From an optimization exercise on the open Yosys and OpenROAD flow, aimed at small area, a short achievable clock period and few clock cycles; shortcuts taken in it are not production practice.
Function was not checked in any run shown here: the RTL went through the layout flow alone.
No activity file was given, so power comes from the tool's default toggle rates.

--- flow/standard.sh ---
#!/bin/bash
# synth_recipe.tcl (not shown) runs the flow's synth.tcl, then flattens the netlist and writes it again
# the make line also repeats each setting of config.mk as NAME=value (left out here)
make -C /OpenROAD-flow-scripts/flow DESIGN_CONFIG=/design/flow/config.mk WORK_HOME=/design/flow/orfs CLKGATE_MAP_FILE= SYNTH_SCRIPT=/design/flow/synth_recipe.tcl "${@:-finish}"
--- flow/design.v ---
`timescale 1ns/1ps
`default_nettype none
package mem_pkg;
  localparam int MEM_TAG_BITS     = 4;
  localparam int NUM_MEM_TAGS     = 1 << MEM_TAG_BITS;
  localparam int WORD_OFFSET_BITS = 3;   
  localparam int ICACHE_IDX_BITS  = 5;
  localparam int ICACHE_TAG_BITS  = 8;
  typedef enum logic [1:0] {
    BUS_NONE  = 2'h0,
    BUS_LOAD  = 2'h1,
    BUS_STORE = 2'h2
  } bus_command_e;
  typedef logic [MEM_TAG_BITS-1:0] mem_tag_t;   
  typedef logic [63:0]             addr_t;
  typedef logic [63:0]             word_t;
  typedef enum logic [0:0] {
    DATA_LOAD  = 1'b0,
    DATA_STORE = 1'b1
  } data_op_e;
  typedef struct packed {
    addr_t addr;
  } fetch_req_t;
  typedef struct packed {
    data_op_e op;
    addr_t    addr;
    word_t    data;
  } data_req_t;
  typedef struct packed {
    bus_command_e command;
    addr_t        addr;
    word_t        data;
  } bus_req_t;
  typedef struct packed {
    mem_tag_t response;   
    mem_tag_t tag;        
    word_t    data;
  } bus_rsp_t;
endpackage
`default_nettype wire
`timescale 1ns/1ps
`default_nettype none
module mem_front_top #(
  parameter int QUEUE_DEPTH = 4
) (
  input  logic         clock,
  input  logic         reset,
  input  logic         fetch_req,           
  input  logic [63:0]  fetch_addr,
  output logic         fetch_ack,
  output logic [63:0]  fetch_data,
  input  logic         data_req,            
  input  logic [128:0] data_cmd,            
  output logic         data_ack,
  output logic [63:0]  load_data,
  output logic [1:0]   proc2mem_command,
  output logic [63:0]  proc2mem_addr,
  output logic [63:0]  proc2mem_data,
  input  logic [3:0]   mem2proc_response,
  input  logic [63:0]  mem2proc_data,
  input  logic [3:0]   mem2proc_tag
);
  logic       own_f;     
  logic       f_acked;   
  logic [3:0] f_tag;     
  logic       d_pend;    
  logic f_pend, f_bid, d_bid, d_store, accepted, f_ret, d_ret;
  assign d_store  = data_cmd[128];
  assign f_pend   = (f_tag != 4'd0);
  assign f_bid    = own_f && fetch_req && !f_pend;
  assign d_bid    = !own_f && data_req && !d_pend;
  assign accepted = (mem2proc_response != 4'd0);
  assign proc2mem_command = {d_bid && d_store, f_bid || (d_bid && !d_store)};
  assign proc2mem_addr    = {data_cmd[127:80] & {48{!own_f}},
                             own_f ? fetch_addr[15:3] : data_cmd[79:67],
                             data_cmd[66:64]};
  assign proc2mem_data    = data_cmd[63:0];
  logic [3:0] tag_x;
  logic       tag_eq, tag_nz;
  assign tag_x  = mem2proc_tag ^ f_tag;
  assign tag_eq = !(tag_x[0] || tag_x[1] || tag_x[2] || tag_x[3]);
  assign tag_nz = mem2proc_tag[0] || mem2proc_tag[1] || mem2proc_tag[2] || mem2proc_tag[3];
  assign f_ret  = tag_nz && tag_eq;
  assign d_ret  = d_pend && tag_nz && !tag_eq;
  assign fetch_ack  = f_ret;
  assign fetch_data = mem2proc_data;
  assign data_ack   = d_ret || (d_bid && d_store && accepted);
  assign load_data  = mem2proc_data;
  always_ff @(posedge clock) begin
    if (reset) begin
      own_f   <= 1'b0;
      f_acked <= 1'b0;
      d_pend  <= 1'b0;
    end else begin
      own_f   <= f_acked || (fetch_req && !f_pend && !(own_f && accepted));
      f_acked <= f_ret;
      if (d_ret) d_pend <= 1'b0;
      else if (d_bid && !d_store && accepted) d_pend <= 1'b1;
    end
  end
  always_ff @(posedge clock) begin
    if (reset || f_ret) f_tag <= 4'd0;
    else if (f_bid && accepted) f_tag <= mem2proc_response;
  end
endmodule
`default_nettype wire
--- flow/constraint.sdc ---
create_clock -name core_clock -period 6.0 [get_ports {clock}]
set_input_delay 1.2000 -clock core_clock [delete_from_list [all_inputs] [get_ports {clock}]]
set_output_delay 1.2000 -clock core_clock [all_outputs]
set_load 0.01 [all_outputs]
--- flow/config.mk ---
export PLATFORM = sky130hd
export DESIGN_NAME = mem_front_top
export DESIGN_NICKNAME = mem_front_top
export VERILOG_FILES = /design/flow/design.v
export SDC_FILE = /design/flow/constraint.sdc
export NUM_CORES = 4
export LEC_CHECK = 0
export CAP_MARGIN = 20
export CORE_AREA = 5 5 180 180
export CTS_BUF_LIST = sky130_fd_sc_hd__clkbuf_2
export CTS_CLUSTER_DIAMETER = 300
export CTS_CLUSTER_SIZE = 30
export DIE_AREA = 0 0 185 185
export SETUP_SLACK_MARGIN = 2.72
export SLEW_MARGIN = 20
--- flow/flow/run.sh ---
#!/bin/bash
# The standard layout, with the smallest buffer on every port.
set -euo pipefail
export BUFFER_PORTS_ARGS="-buffer_cell sky130_fd_sc_hd__buf_1"
bash standard.sh > standard.log 2>&1
==> impl_metrics.csv, run 1 <==
group,metric,value,unit
status,status,"no timing/DRC/antenna violations",
timing,slew-limit-headroom,0.682,
finish,fin_area,2080,µm²
routing,ant_nets,0,
placement,place_area,1910,µm²
floorplan,die_w,185,µm
finish,layout-drive-gt1-share,0.162,
yosys,syn_area,2340,µm²
pwr,ir_drop,0.0428,mV
routing,vias,1756,
yosys,synth.distinct_cells,26,
floorplan,die_area,34200,µm²
routing,viasPerCell,2.63,
timing,tightestPinTransition,0.476,ns
timing,final_hold_viol_count,0,
global_route,antenna_found_initial,1,
setup_path,worstPathRequired,4.80,ns
timing,finalCritPeriodShare,0.566,
cts,cts_tree,"yes",
global_route,grt_max_degree,43,
timing,grt_setup_unrepaired,"yes",
routing,wl,10300,µm
finish,fin_nets,542,
cts,clock_sink_count,7,
floorplan,core-area,30400,µm²
routing,drc,0,
global_route,grt_first_pass_wirelength,12000,µm
yosys,synth_fa_ha_area_frac,0,
setup_path,start_kind,"input pin",
timing,fin_setup_tns,0,ns
flow_run,maxCapViolCount,0,
yosys,syn-instance-count,304,
placement,io_buffers,151,
floorplan,ios,529,
timing,max_freq,0.295,GHz
finish,final_cell_mix,"147 x buf_1, 48 x nor2b_1, 15 x buf_4, 13 x mux2_2, 6 x dfxtp_1",
cts,clock_path_buffers,2,
routing,drt_iter0_drc,56,
setup_path,path_class,"input pin to output port",
finish,area_delta_synth_final,-11.4,%
pwr,p_leak,0.000600,µW
floorplan,initial_core_util,0.0770,
yosys,yosysSeqAreaShare,0.0598,
global_route,grt_usage,0.0507,
yosys,ys_seq_elements,7,
yosys,synth_fp_nets,573,
cts,htree_levels,1,
timing,clock_skew,0.00472,ns
finish,antennaDiodeCount,0,
global_route,grt_pass1_vias,1750,
setup_path,cp_max_fo,4,
yosys,ys_warn_count,1,
yosys,syn_area_per_cell,7.71,µm²
yosys,synth_compound_area_frac,0.0406,
routing,avgRoutedWirePerCell,15.5,µm
placement,dp_hpwl,8570,µm
timing,min_period,3.39,ns
cts,cts_made_buffers,3,
timing,maxSlewViolCount,0,
yosys,yosys.area_share.simple,0.177,
yosys,netlist.area_leader.share,0.625,
setup_path,cp_data_arrival_time,2.19,ns
cts,clk_latency,0.23,ns
finish,final_common_cell,"buf_1",
min_path,hold_path.class,"flip-flop to flip-flop",
global_route,grt.overflow.total,0,
pwr,powerDensity,113,nW/µm²
floorplan,rows,64,
yosys,muxShareOfSynthArea,0.0625,
routing,first_pass_iters,4,
yosys,synth_xor_area_frac,0.0149,
yosys,synthTopCellsByArea,"buf_4 62%, nor2b_1 13%, mux2_2 6.2%, dfxtp_1 6.0%, xor2_1 1.5%",
floorplan,fp.dieH,185,µm
setup_path,end_kind,"output port",
yosys,synth_largest_area_cell,"buf_4",
cts,root_buffer,"clkbuf_2",
timing,setup_viol,0,
cts,clk_pin_slew,0.07,ns
placement,gp_congestion,0.636,
yosys,synth_top_family_by_area,"buffers and inverters",
-- worst max-delay path, cell delays in order --
cell and delay [ns]:
buf_6 0.10, or4_4 0.57, nand2_4 0.11, o21ai_2 0.07
buf_2 0.15
-- worst paths after layout --
path	from	to	slack (ns)	cells past startpoint
min reg2reg	f_acked$_SDFF_PP0_	own_f$_SDFF_PP0_	0.46	2
max	mem2proc_tag[3]	data_ack	2.61	5
min	f_acked$_SDFF_PP0_	own_f$_SDFF_PP0_	0.46	2
max reg2reg	d_pend$_SDFFE_PP0P_	d_pend$_SDFFE_PP0P_	3.81	13
-- registers in the layout, summed over array words and instances, names as in the netlist --
| name | count |
|---|---|
| d_pend | 1 |
| f_acked | 1 |
| own_f | 1 |
| f_tag | 4 |
-- layer usage --
| layer | vias to the layer above | wire length, µm | GRT usage | part of all wire |
|---|---|---|---|---|
| li1 | 701 | - | - | - |
| met1 | 686 | 1920 | 0.0252 | 0.19 |
| met2 | 260 | 5140 | 0.0953 | 0.50 |
| met3 | 107 | 2210 | 0.0414 | 0.21 |
| met4 | 2 | 1050 | 0.0490 | 0.10 |
| met5 | - | 13 | 0 | 0.0013 |
-- synth_stat cells --
| cell type | number |
|---|---|
| clkbuf_1 | 4 |
| dfxtp_1 | 7 |
| a31oi_1 | 5 |
| nor2b_1 | 49 |
| nand2_2 | 1 |
| or4_4 | 1 |
| o41ai_1 | 2 |
| nor2_1 | 1 |
| nand2_1 | 1 |
| and3_1 | 1 |
| buf_4 | 195 |
| inv_1 | 2 |
| mux2_2 | 13 |
| nor4_4 | 1 |
| nand2b_1 | 1 |
| xor2_1 | 4 |
| a211oi_1 | 4 |
| nor4bb_1 | 1 |
| and2_1 | 1 |
| nor3_1 | 1 |
| buf_6 | 1 |
| o21ai_1 | 1 |
| buf_2 | 3 |
| nor4_1 | 2 |
| nor4b_2 | 1 |
| o221a_1 | 1 |
-- power breakdown --
part | total [µW] | switching, µW | leakage, µW | internal (µW)
clock network | 34.4 | 16.7 | 0.0000166 | 17.7
registers | 56.6 | 7.71 | 0.0000576 | 48.9
logic | 143 | 79.9 | 0.000526 | 63.5
-- kinds of logic (layout without fill, tap and decap cells) --
group,Yosys count,count (layout)
AO/OA/AOI/OAI,13,13
XOR/XNOR,4,4
multiplexers,13,13
flip-flops,7,7
buffers and inverters,205,173
AND/OR/NAND/NOR,62,62
-- timing repair --
item / in CTS / in global routing
pin swaps: 3 / 4
buffers inserted: 13 / 2
endpoints found under the setup margin: 11 / 4
resized for setup: 4 / 8
hold buffers: 0 / 0
-- cell type report --
type / instances / area, µm²
Inverter: 2 / 7.51
Multi-Input combinational cell: 92 / 702
Timing Repair Buffer: 167 / 708
Tap cell: 396 / 495
Clock buffer: 4 / 20.0
Sequential cell: 7 / 144
Fill cell: 3594 / 28400
-- through the flow --
step / setup slack (ns) / total power (µW) / instances / utilization / hold WS [ns]
finish: 2.61 / 234 / 668 / 0.0683 / 0.463
global route: 2.59 / 256 / 668 / 0.0683 / 0.505
floorplan: 2.79 / 259 / 304 / - / 0.413
CTS: 2.64 / 236 / 666 / 0.0670 / 0.461
global placement: 2.54 / 190 / 649 / 0.0627 / 0.451
detailed placement: 2.50 / 191 / 649 / 0.0627 / 0.432
==> inputs of run 2 (changes only) <==
--- a/flow/design.v
+++ b/flow/design.v
@@ -62,37 +62,65 @@
 );
-  logic       own_f;     
-  logic       f_acked;   
-  logic [3:0] f_tag;     
-  logic       d_pend;    
-  logic f_pend, f_bid, d_bid, d_store, accepted, f_ret, d_ret;
+  logic [12:0] tgt;
+  logic        tgt_v;
+  logic [15:1] mf0;       
+  logic [15:1] mf1;       
+  logic        d_pend;    
+  logic [3:0]  d_tag;
+  logic        f_seen;    
+  logic        tog;
+  logic [15:1] ret_1h, acc_1h;
+  logic        accepted, d_store, d_bid, f_bid, f_first, f_match, f_pick1;
+  logic [12:0] tgt1, f_addr;
+  always_comb begin
+    ret_1h = '0;
+    acc_1h = '0;
+    for (int t = 1; t < 16; t++) begin
+      ret_1h[t] = (mem2proc_tag == 4'(t));
+      acc_1h[t] = (mem2proc_response == 4'(t));
+    end
+  end
+  assign accepted = (mem2proc_response != 4'd0);
   assign d_store  = data_cmd[128];
-  assign f_pend   = (f_tag != 4'd0);
-  assign f_bid    = own_f && fetch_req && !f_pend;
-  assign d_bid    = !own_f && data_req && !d_pend;
-  assign accepted = (mem2proc_response != 4'd0);
-  assign proc2mem_command = {d_bid && d_store, f_bid || (d_bid && !d_store)};
-  assign proc2mem_addr    = {data_cmd[127:80] & {48{!own_f}},
-                             own_f ? fetch_addr[15:3] : data_cmd[79:67],
-                             data_cmd[66:64]};
-  assign proc2mem_data    = data_cmd[63:0];
-  logic [3:0] tag_x;
-  logic       tag_eq, tag_nz;
-  assign tag_x  = mem2proc_tag ^ f_tag;
-  assign tag_eq = !(tag_x[0] || tag_x[1] || tag_x[2] || tag_x[3]);
-  assign tag_nz = mem2proc_tag[0] || mem2proc_tag[1] || mem2proc_tag[2] || mem2proc_tag[3];
-  assign f_ret  = tag_nz && tag_eq;
-  assign d_ret  = d_pend && tag_nz && !tag_eq;
-  assign fetch_ack  = f_ret;
+  assign d_bid    = data_req && !d_pend;
+  assign tgt1     = tgt + 13'd1;
+  assign f_first  = fetch_req && !f_seen;
+  assign f_match  = tgt_v && (fetch_addr[15:3] == tgt);
+  assign f_bid    = !d_bid && (f_first || tgt_v);
+  assign f_pick1  = (mf1 == '0) || (tog && mf0 != '0);
+  assign f_addr   = f_first ? fetch_addr[15:3] : (f_pick1 ? tgt1 : tgt);
+  assign proc2mem_command  = d_bid ? (d_store ? 2'd2 : 2'd1) : (f_bid ? 2'd1 : 2'd0);
+  assign proc2mem_addr     = {data_cmd[127:80] & {48{d_bid}}, d_bid ? data_cmd[79:67] : f_addr, data_cmd[66:64]};
+  assign proc2mem_data     = data_cmd[63:0];
+  assign fetch_ack  = fetch_req && f_match && ((ret_1h & mf0) != '0);
   assign fetch_data = mem2proc_data;
-  assign data_ack   = d_ret || (d_bid && d_store && accepted);
+  assign data_ack   = data_req && (d_store ? accepted : (d_pend && mem2proc_tag == d_tag));
   assign load_data  = mem2proc_data;
+  logic [15:1] f_acc0, f_acc1;
+  assign f_acc0 = (!d_bid && (f_first ? 1'b1 : !f_pick1)) ? acc_1h : '0;
+  assign f_acc1 = (!d_bid && !f_first && f_pick1) ? acc_1h : '0;
   always_ff @(posedge clock) begin
     if (reset) begin
-      own_f   <= 1'b0;
-      f_acked <= 1'b0;
-      d_pend  <= 1'b0;
+      tgt_v  <= 1'b0;
+      f_seen <= 1'b0;
+      mf0    <= '0;
+      mf1    <= '0;
+      d_pend <= 1'b0;
+      tog    <= 1'b0;
     end else begin
-      own_f   <= f_acked || (fetch_req && !f_pend && !(own_f && accepted));
-      f_acked <= f_ret;
-      if (d_ret) d_pend <= 1'b0;
+      f_seen <= fetch_req && !fetch_ack;
+      if (f_bid) tog <= !tog;
+      if (fetch_ack) begin
+        tgt <= tgt1;
+        mf0 <= (mf1 & ~ret_1h) | f_acc1;
+        mf1 <= '0;
+      end else if (f_first && !f_match) begin
+        tgt   <= fetch_addr[15:3];
+        tgt_v <= 1'b1;
+        mf0   <= f_acc0;
+        mf1   <= '0;
+      end else begin
+        mf0 <= (mf0 & ~ret_1h) | f_acc0;
+        mf1 <= (mf1 & ~ret_1h) | f_acc1;
+      end
+      if (data_ack) d_pend <= 1'b0;
       else if (d_bid && !d_store && accepted) d_pend <= 1'b1;
@@ -101,4 +129,3 @@
   always_ff @(posedge clock) begin
-    if (reset || f_ret) f_tag <= 4'd0;
-    else if (f_bid && accepted) f_tag <= mem2proc_response;
+    if (d_bid && accepted) d_tag <= mem2proc_response;
   end
==> flow/run.sh (new file) <==
#!/bin/bash
# synth_recipe.tcl (not shown) runs the flow's synth.tcl, then flattens the netlist and writes it again
# the make line also repeats each setting of config.mk as NAME=value (left out here)
make -C /OpenROAD-flow-scripts/flow DESIGN_CONFIG=/design/flow/config.mk WORK_HOME=/design/flow/orfs CLKGATE_MAP_FILE= SYNTH_SCRIPT=/design/flow/synth_recipe.tcl finish
==> flow/config.mk (replaced) <==
export PLATFORM = sky130hd
export DESIGN_NAME = mem_front_top
export DESIGN_NICKNAME = mem_front_top
export VERILOG_FILES = /design/flow/design.v
export SDC_FILE = /design/flow/constraint.sdc
export NUM_CORES = 4
export LEC_CHECK = 0
export CAP_MARGIN = 20
export CORE_AREA = 5 5 195 195
export DIE_AREA = 0 0 200 200
export SLEW_MARGIN = 20
removed: flow/flow/run.sh
removed: flow/standard.sh
==> impl_metrics.csv, run 2 <==
group,metric,value,unit
yosys,async_flop_share,0,
yosys,synth_fp_nets,909,
setup_path,cp_max_fo,15,
yosys,ys_warn_count,1,
pwr,swShare,0.304,
routing,vias,4115,
finish,final_cell_mix,"151 x clkdlybuf4s50_1, 52 x and2_1, 43 x nor2_1, 34 x dfxtp_1, 33 x a21oi_1",
finish,reg.largest.list,"mf0 x15, mf1 x15, tgt x13",
pwr,ir_drop,0.112,mV
pwr,p_comb_frac,0.303,
cts,holdBufCountCts,0,
floorplan,core-area,35600,µm²
setup_path,cp_cell_sequence,"clkdlybuf4s50_1 > nand3b_1 > a211oi_1 > a311oi_2 > a311oi_4 > clkdlybuf4s50_1",
flow_run,maxCapViolCount,0,
yosys,syn_area,5280,µm²
yosys,synth_top_family_by_area,"buffers and inverters",
yosys,synth_xor_area_frac,0.0720,
cts,ctsResizeCount,0,
cts,clock_sink_count,51,
min_path,hold_path.class,"flip-flop to flip-flop",
timing,finalCritPeriodShare,0.822,
timing,min_period,4.93,ns
status,status,"no timing/DRC/antenna violations",
timing,max_freq,0.203,GHz
finish,fin_nets,841,
global_route,antenna_found_initial,6,
floorplan,die_w,200,µm
timing,final_hold_viol_count,0,
global_route,grt.overflow.total,0,
yosys,synth.most_common_cell,"buf_4",
cts,clk_latency,0.30,ns
setup_path,worstPathRequired,4.80,ns
setup_path,crit_top_cell,"clkdlybuf4s50_1",
finish,final_common_cell,"clkdlybuf4s50_1",
routing,drt_iter0_drc,260,
global_route,grt_max_degree,56,
cts,cts_made_buffers,5,
cts,cts_tree,"yes",
pwr,powerDensity,164,nW/µm²
yosys,synthTopCellsByArea,"buf_4 28%, dfxtp_1 13%, edfxtp_1 9.7%, and2_1 6.2%, xnor2_1 3.1%",
timing,fin_setup_tns,0,ns
setup_path,critical_path.top_delay_family,"buffers and inverters",
setup_path,critPathBufInv,2,
routing,wl,18400,µm
floorplan,ios,529,
pwr,seq_power_share,0.389,
timing,grt_setup_unrepaired,"no",
setup_path,max_stage_delay,0.75,ns
setup_path,end_kind,"output port",
finish,layout-drive-gt1-share,0.0857,
yosys,synth_common_cells,"198 x buf_4, 52 x and2_1, 43 x nor2_1, 34 x dfxtp_1, 33 x a21oi_1",
global_route,grt_first_pass_wirelength,26300,µm
setup_path,cp_slowest_cell,"clkdlybuf4s50_1",
global_route,grt_pass1_vias,4258,
setup_path,path_class,"input pin to output port",
timing,slew-limit-headroom,0.435,
placement,gp_congestion,0.857,
yosys,synth_compound_area_frac,0.158,
routing,viasPerCell,3.98,
pwr,power,971,µW
yosys,synth_largest_area_cell,"buf_4",
cts,clock_path_buffers,2,
pwr,p_clk_frac,0.309,
routing,drc,0,
setup_path,cp_data_arrival_time,3.73,ns
yosys,syn_area_per_cell,8.27,µm²
yosys,synth.distinct_cells,53,
yosys,yosys.area_share.simple,0.206,
timing,setup_viol,0,
cts,postCtsSetupBuffers,0,
pwr,p_leak,0.00183,µW
floorplan,fp.dieH,200,µm
yosys,ys_seq_elements,51,
routing,first_pass_iters,5,
yosys,synth_fa_ha_area_frac,0.00237,
cts,root_buffer,"clkbuf_16",
floorplan,rows,69,
timing,tightestPinTransition,0.848,ns
finish,area_delta_synth_final,11.9,%
floorplan,initial_core_util,0.149,
setup_path,start_kind,"input pin",
cts,htree_levels,2,
pwr,p_sw,295,µW
yosys,netlist.area_leader.share,0.281,
placement,io_buffers,151,
cts,clk_pin_slew,0.07,ns
yosys,muxShareOfSynthArea,0.0161,
yosys,yosysSeqAreaShare,0.225,
routing,ant_nets,0,
placement,dp_hpwl,14900,µm
yosys,synth-edff-count,17,
timing,maxSlewViolCount,0,
pwr,internal_power,676,µW
global_route,grt_usage,0.0875,
timing,clock_skew,0.00416,ns
finish,nFillCells,4046,
yosys,synthFlopType,"dfxtp_1",
yosys,syn-instance-count,639,
routing,avgRoutedWirePerCell,17.8,µm
floorplan,die_area,40000,µm²
## run 2: changes by cell type in the layout (fill, tap and decap cells not counted), moves of 16 or more
cell	change
edfxtp_1	+17
a21oi_1	+33
nor2b_1	-40
xnor2_1	+19
nand2_1	+30
clkdlybuf4s50_1	+151
a32oi_1	+16
buf_1	-147
and2_1	+51
dfxtp_1	+28
nor2_1	+42
## run 2: metrics by stage
| stage | cell area (µm²) | cells | worst slack (ns) | utilization | hold slack [ns] |
|---|---|---|---|---|---|
| 4_1_cts | 5910 | 1033 | 1.08 | 0.166 | 0.501 |
| 3_3_place_gp | 5750 | 1024 | 1.09 | 0.162 | 0.476 |
| 2_1_floorplan | 5280 | 639 | 2.42 | - | 0.458 |
| 3_5_place_dp | 5760 | 1025 | 1.08 | 0.162 | 0.487 |
| 5_1_grt | 5910 | 1033 | 0.946 | 0.166 | 0.538 |
| 6_report | 5910 | 1034 | 1.07 | 0.166 | 0.503 |
## run 2: kinds of logic after synthesis
group / after synthesis
flip-flops: 51
multiplexers: 7
XOR/XNOR: 40
adder cells (fa/ha/maj): 1
AO/OA/AOI/OAI: 104
AND/OR/NAND/NOR: 201
buffers and inverters: 235
## run 2: worst paths after layout
| path | start | endpoint | slack, ns | cells after the start |
|---|---|---|---|---|
| worst max-delay path | mem2proc_tag[2] | fetch_ack | 1.07 | 6 |
| worst min-delay path | tog$_SDFFE_PP0P_ | tog$_SDFFE_PP0P_ | 0.50 | 2 |
| worst max register to register | tgt[4]$_DFFE_PP_ | tgt[1]$_DFFE_PP_ | 3.13 | 6 |
| worst min register to register | tog$_SDFFE_PP0P_ | tog$_SDFFE_PP0P_ | 0.50 | 2 |
## run 2: power groups by stage
stage | sequential [µW] | clock, µW | combinational, µW
3_3_place_gp | 385 | 0 | 295
4_1_cts | 377 | 302 | 298
3_5_place_dp | 385 | 0 | 296
2_1_floorplan | 379 | 0 | 272
5_1_grt | 379 | 318 | 317
6_report | 378 | 300 | 294
## run 2: area by class of cell
cell class                 count  area, µm²  share of cell area
tap                          461        577              0.0975
inverter                       4       15.0             0.00254
clock buffer                   5        125              0.0212
multi-input combinational    353       2430               0.411
timing repair buffer         156       1550               0.263
sequential                    51       1190               0.201
antenna                        1       2.50            0.000423
clock inverter                 3       22.5             0.00381
## run 2: layer usage
metal | up-vias | wire length [µm] | track usage | share of wire
met2 | 276 | 8230 | 0.138 | 0.45
li1 | 1868 | - | - | -
met4 | 8 | 1870 | 0.0850 | 0.10
met1 | 1842 | 5950 | 0.0845 | 0.32
met3 | 121 | 2320 | 0.0389 | 0.13
met5 | - | 48 | 0 | 0.0026
## run 2: worst min-delay path, delay by kind of cell, from the launching register on
family,cells,cell delay (ns)
compound gates,2,0.13
flops,1,0.32

## separate check: timing with driven ports
Ports are ideal in the flow. The routed layouts listed here were re-timed in OpenROAD.
Step 1 (the two cells are an assumption about what drives the block):
set clk [get_ports {clock}]
set_driving_cell -lib_cell sky130_fd_sc_hd__clkbuf_16 $clk
set_driving_cell -lib_cell sky130_fd_sc_hd__buf_2 [delete_from_list [all_inputs] $clk]
Step 2 times the ports against the registers' clock, not the clock port: input delays grow and output delays shrink by t, the midpoint of the rising clock arrivals with the driver on.
Three values: ideal ports, drivers, drivers and shift; two values: the first two.
run | t (ns) | slack for setup (ns) | latest minus earliest clock arrival (ns)
run 1 | 0.250 | 2.605 / 2.572 / 2.572 | 0.004 / 0.004
run 2 | 0.343 | 1.069 / 1.018 / 1.018 | 0.004 / 0.004
After both steps every run listed still meets setup and hold. For run 2, which loses most, drivers alone change the setup slack by -0.051 ns; drivers and shift together by -0.051 ns.
